What follows belongs to an exercise in optimizing a design on an open flow for small area and a short achievable clock period; a production flow would make more cautious choices. RTL that was checked went through simulation tests only; none was proved equivalent to the original. Power is estimated from default activity; no workload was simulated.

## main
==> flow/design.v (excerpt) <==
module yapp_rx_router #(
    parameter int DATA_W     = yapp_rx_pkg::DEF_DATA_W,
    parameter int NUM_CH     = yapp_rx_pkg::DEF_NUM_CH,
    parameter int ADDR_W     = yapp_rx_pkg::DEF_ADDR_W,
    parameter int FIFO_DEPTH = yapp_rx_pkg::DEF_FIFO_DEPTH
) (
    input  logic                       clock,
    input  logic                       reset,
    input  logic [DATA_W-1:0]          in_data,
    input  logic                       in_data_vld,
    output logic                       in_suspend,
    output logic                       error,
    output logic [NUM_CH*DATA_W-1:0]   ch_data,
    output logic [NUM_CH-1:0]          ch_vld,
    input  logic [NUM_CH-1:0]          ch_rd,
    output logic [15:0]                drop_cnt
);
clock: 5.5 ns
lec_check: 0
abc_clock_period_in_ps: 2400
cap_margin: 20
core_margin: 2
core_utilization: 55
cts_cluster_diameter: 60
cts_cluster_size: 24
place_density: 0.7
setup_slack_margin: 3.1
slew_margin: 20
standard.sh (not shown) runs the stock make flow with config.mk's settings and CLKGATE_MAP_FILE= SYNTH_SCRIPT=/design/flow/synth_recipe.tcl, a recipe that flattens the netlist after the stock synthesis.
==> flow/flow/run.sh <==
#!/bin/bash
# The standard layout, with two changes: clock tree synthesis adds no dummy
# loads, and after placement each output buffer is moved next to the
# flip-flop that drives it (flow/obuf.tcl). Tool output goes to logs in this
# folder; ORFS keeps its per-step logs under orfs/logs.
set -euo pipefail
CTS="CTS_ARGS=-sink_clustering_enable -repair_clock_nets -sink_clustering_size 24 -sink_clustering_max_diameter 60 -dont_use_dummy_load"
bash standard.sh place "$CTS" > standard_place.log 2>&1
RES=$(ls -d orfs/results/*/*/base)
PLACE_ODB=$PWD/$RES/3_place.odb CELL_PAD_IN_SITES_DETAIL_PLACEMENT=0 \
  openroad -no_init -exit flow/obuf.tcl > obuf.log 2>&1
bash standard.sh finish "$CTS" > standard.log 2>&1
==> flow/flow/obuf.tcl <==
# Put each output port's buffer right next to the flip-flop that drives it, so
# the buffer, not the flip-flop, drives the wire out to the pin. Then legalize.
read_db $::env(PLACE_ODB)
set block [ord::get_db_block]
set moved 0
foreach bt [$block getBTerms] {
  if {[$bt getIoType] ne "OUTPUT"} { continue }
  set net [$bt getNet]
  set buf ""
  foreach it [$net getITerms] { if {[$it isOutputSignal]} { set buf [$it getInst] } }
  if {$buf eq ""} { continue }
  set a [$buf findITerm A]
  if {$a eq "NULL" || $a eq ""} { continue }
  set ff ""
  foreach it [[$a getNet] getITerms] { if {[$it isOutputSignal]} { set ff [$it getInst] } }
  if {$ff eq ""} { continue }
  set loc [$ff getLocation]
  set w [[$ff getMaster] getWidth]
  $buf setOrient [$ff getOrient]
  $buf setLocation [expr {[lindex $loc 0] + $w}] [lindex $loc 1]
  incr moved
}
puts "moved $moved output buffers"
set_placement_padding -global -left $::env(CELL_PAD_IN_SITES_DETAIL_PLACEMENT) -right $::env(CELL_PAD_IN_SITES_DETAIL_PLACEMENT)
detailed_placement
check_placement -verbose
write_db $::env(PLACE_ODB)
Inputs modified between main and the feature branch:
--- a/flow/design.v
+++ b/flow/design.v
@@ -27,25 +27,23 @@
     input  logic [LO-1:0]             wr_lo,
     input  logic [DEPTH/LO-1:0]       wr_hi,
     input  logic [DATA_W-1:0]         wr_data,
     input  logic                      push,
     input  logic                      commit,
     input  logic                      rewind,
     input  logic [$clog2(DEPTH)-1:0]  commit_addr,
     input  logic [DATA_W-1:0]         hdr,
     input  logic                      rd_en,
     output logic [DATA_W-1:0]         rd_data,
     output logic                      vld,
-    output logic                      full_keep,
-    output logic                      full_push,
-    output logic                      full_rewind,
+    output logic                      full_nxt,
     output logic [$clog2(DEPTH)-1:0]  cm_addr
 );
     localparam int AW = $clog2(DEPTH);
     localparam int CW = AW + 1;
     localparam int HI = DEPTH / LO;
     logic [DATA_W-1:0] mem [DEPTH];
     logic [LO-1:0]     rd_lo_a, rd_lo_b;    
     logic [HI-1:0]     rd_hi;
     logic [AW-1:0]     cm;           
     logic [CW-1:0]     cu_q;         
     logic [CW-1:0]     occ_q;        
@@ -82,25 +80,23 @@
         else
             occ_one_less = occ_q == CW'(DEPTH);
         if (commit_q) begin
             cu_full = fire_q ? (occ_q == CW'(DEPTH + 1)) : (occ_q == CW'(DEPTH));
             cu_gt1  = fire_q ? (occ_q > CW'(2)) : (occ_q > CW'(1));
         end else begin
             cu_full = fire_q ? (cu_q == CW'(DEPTH + 1)) : (cu_q == CW'(DEPTH));
             cu_gt1  = fire_q ? (cu_q > CW'(2)) : (cu_q > CW'(1));
         end
     end
     assign vld_d        = commit || cu_gt1 || hold;
-    assign full_keep   = occ_full && !fire;
-    assign full_push   = (occ_one_less && !fire) || (occ_full && fire);
-    assign full_rewind = cu_full && !fire;
+    assign full_nxt = !fire && !rewind && (occ_full || (occ_one_less && push));
     always_comb begin
         for (int h = 0; h < HI; h++) begin
             row_q[h] = '0;
             for (int l = 0; l < LO; l++)
                 row_q[h] = row_q[h] | ({{(DATA_W-DATA_W/2){rd_lo_b[l]}}, {(DATA_W/2){rd_lo_a[l]}}}
                                        & mem[h*LO+l]);
         end
         mem_q = '0;
         for (int h = 0; h < HI; h++)
             mem_q = mem_q | ({DATA_W{rd_hi[h]}} & row_q[h]);
     end
@@ -181,23 +177,23 @@
     logic              rem_one, rem_zero;
     logic [DATA_W-1:0] wr_data_q, hdr_q, hdr_d;
     logic [AW-1:0]     wr_addr_q, wr_addr_d, hdr_addr_sel;
     logic [NUM_CH-1:0] push, commit, rewind;
     logic [NUM_CH-1:0] wr_ch_q;
     logic [LO-1:0]     wr_lo_q, wr_lo_d, inc_lo;
     logic [HI-1:0]     wr_hi_q, wr_hi_d, inc_hi;
     logic [NUM_CH-1:0][LO-1:0] cm_lo;
     logic [NUM_CH-1:0][HI-1:0] cm_hi;
     logic [NUM_CH-1:0][DATA_W-1:0] rd_data;
     logic [NUM_CH-1:0][AW-1:0]     cm_addr;
-    logic [NUM_CH-1:0]             full_keep, full_push, full_rewind;
+    logic [NUM_CH-1:0]             full_nxt;
     logic [NUM_CH-1:0]             h_sel;
     logic [AW-1:0]                 wr_addr_inc;
     assign h_addr   = in_data[ADDR_W-1:0];
     assign h_len    = in_data[DATA_W-1:ADDR_W];
     assign hdr_bad  = (h_addr >= ADDR_W'(NUM_CH)) || (h_len == '0);
     assign hdr_ok   = !hdr_bad;
     assign match    = in_data == acc;
     assign rem_one  = rem == LEN_W'(1);
     assign rem_zero = rem == '0;
     assign ch_data  = rd_data;
     assign s_idle   = !s_idle_n;
@@ -284,35 +280,23 @@
         if (s_idle) begin
             for (int c = 0; c < NUM_CH; c++)
                 if (h_sel[c]) begin
                     wr_lo_d = cm_lo[c];
                     wr_hi_d = cm_hi[c];
                 end
         end else begin
             wr_lo_d = inc_lo;
             wr_hi_d = inc_hi;
         end
     end
-    always_comb begin
-        if (in_data_vld) begin
-            if (s_idle)     sus_d = hdr_ok && |(h_sel & full_push);
-            else if (s_pay) sus_d = !rem_one && |(tgt & full_push);
-            else if (s_par) sus_d = |(~tgt & full_keep) ||
-                                    (match ? |(tgt & full_keep) : |(tgt & full_rewind));
-            else            sus_d = rem_zero && |full_keep;
-        end else begin
-            if (s_idle)     sus_d = |full_keep;
-            else if (s_pay) sus_d = |(tgt & full_keep);
-            else            sus_d = 1'b0;
-        end
-    end
+    assign sus_d = (s_pay_d && |(full_nxt & tgt_d)) || (s_idle_d && |full_nxt);
     always_ff @(posedge clock or negedge reset) begin
         if (!reset) begin
             s_idle_n   <= 1'b0;
             s_pay      <= 1'b0;
             s_par      <= 1'b0;
             s_dis      <= 1'b0;
             wr_ch_q    <= '0;
             in_suspend <= 1'b0;
             error      <= 1'b0;
             drop_cnt   <= '0;
         end else begin
@@ -344,18 +328,16 @@
             .wr_lo       (wr_lo_q),
             .wr_hi       (wr_hi_q),
             .wr_data     (wr_data_q),
             .push        (push[c]),
             .commit      (commit[c]),
             .rewind      (rewind[c]),
             .commit_addr (wr_addr_inc),
             .hdr         (hdr_q),
             .rd_en       (ch_rd[c]),
             .rd_data     (rd_data[c]),
             .vld         (ch_vld[c]),
-            .full_keep   (full_keep[c]),
-            .full_push   (full_push[c]),
-            .full_rewind (full_rewind[c]),
+            .full_nxt    (full_nxt[c]),
             .cm_addr     (cm_addr[c])
         );
     end
 endmodule
[summary]
Cmp the feature branch and main / met1 track demand over resource in global routing / higher: main. The feature branch: total chip power 1.8% below main. The feature branch: setup slack of the worst register-to-register path higher than main. In terms of adder-cell share of the synthesized area, main and the feature branch differ only marginally. NOTE: wire length reported by the detailed router in the feature branch falls short of that of main. Run comparison: main highest signal layer in the routed design met5; the feature branch highest signal layer in the routed design met4.
The RTL of main was laid out without a check of its function.

## separate check: timing with driven ports
No port has a modelled driver above. Below, the same layouts with a new extraction and two added sets of constraints. Step 1 sets driving cells, clkbuf_16 on the clock port and buf_2 on the other inputs (assumed; they add their load-dependent delay and slew). Step 2 also shifts input and output timing later by t, the mid clock arrival at the registers, as if the neighbouring blocks saw the same clock. Three values: ideal ports, drivers, drivers and shift; two values: the first two.
run	t, ns	setup WS [ns]	worst hold slack (ns)
main	0.772	2.958 / 2.958 / 2.220	0.468 / 0.468 / 0.468
the feature branch	0.785	3.084 / 3.010 / 2.371	0.432 / 0.404 / 0.510
After both steps every run listed still meets setup and hold. For main, which loses most, drivers alone change the setup slack by 0.000 ns; drivers and shift together by -0.738 ns.
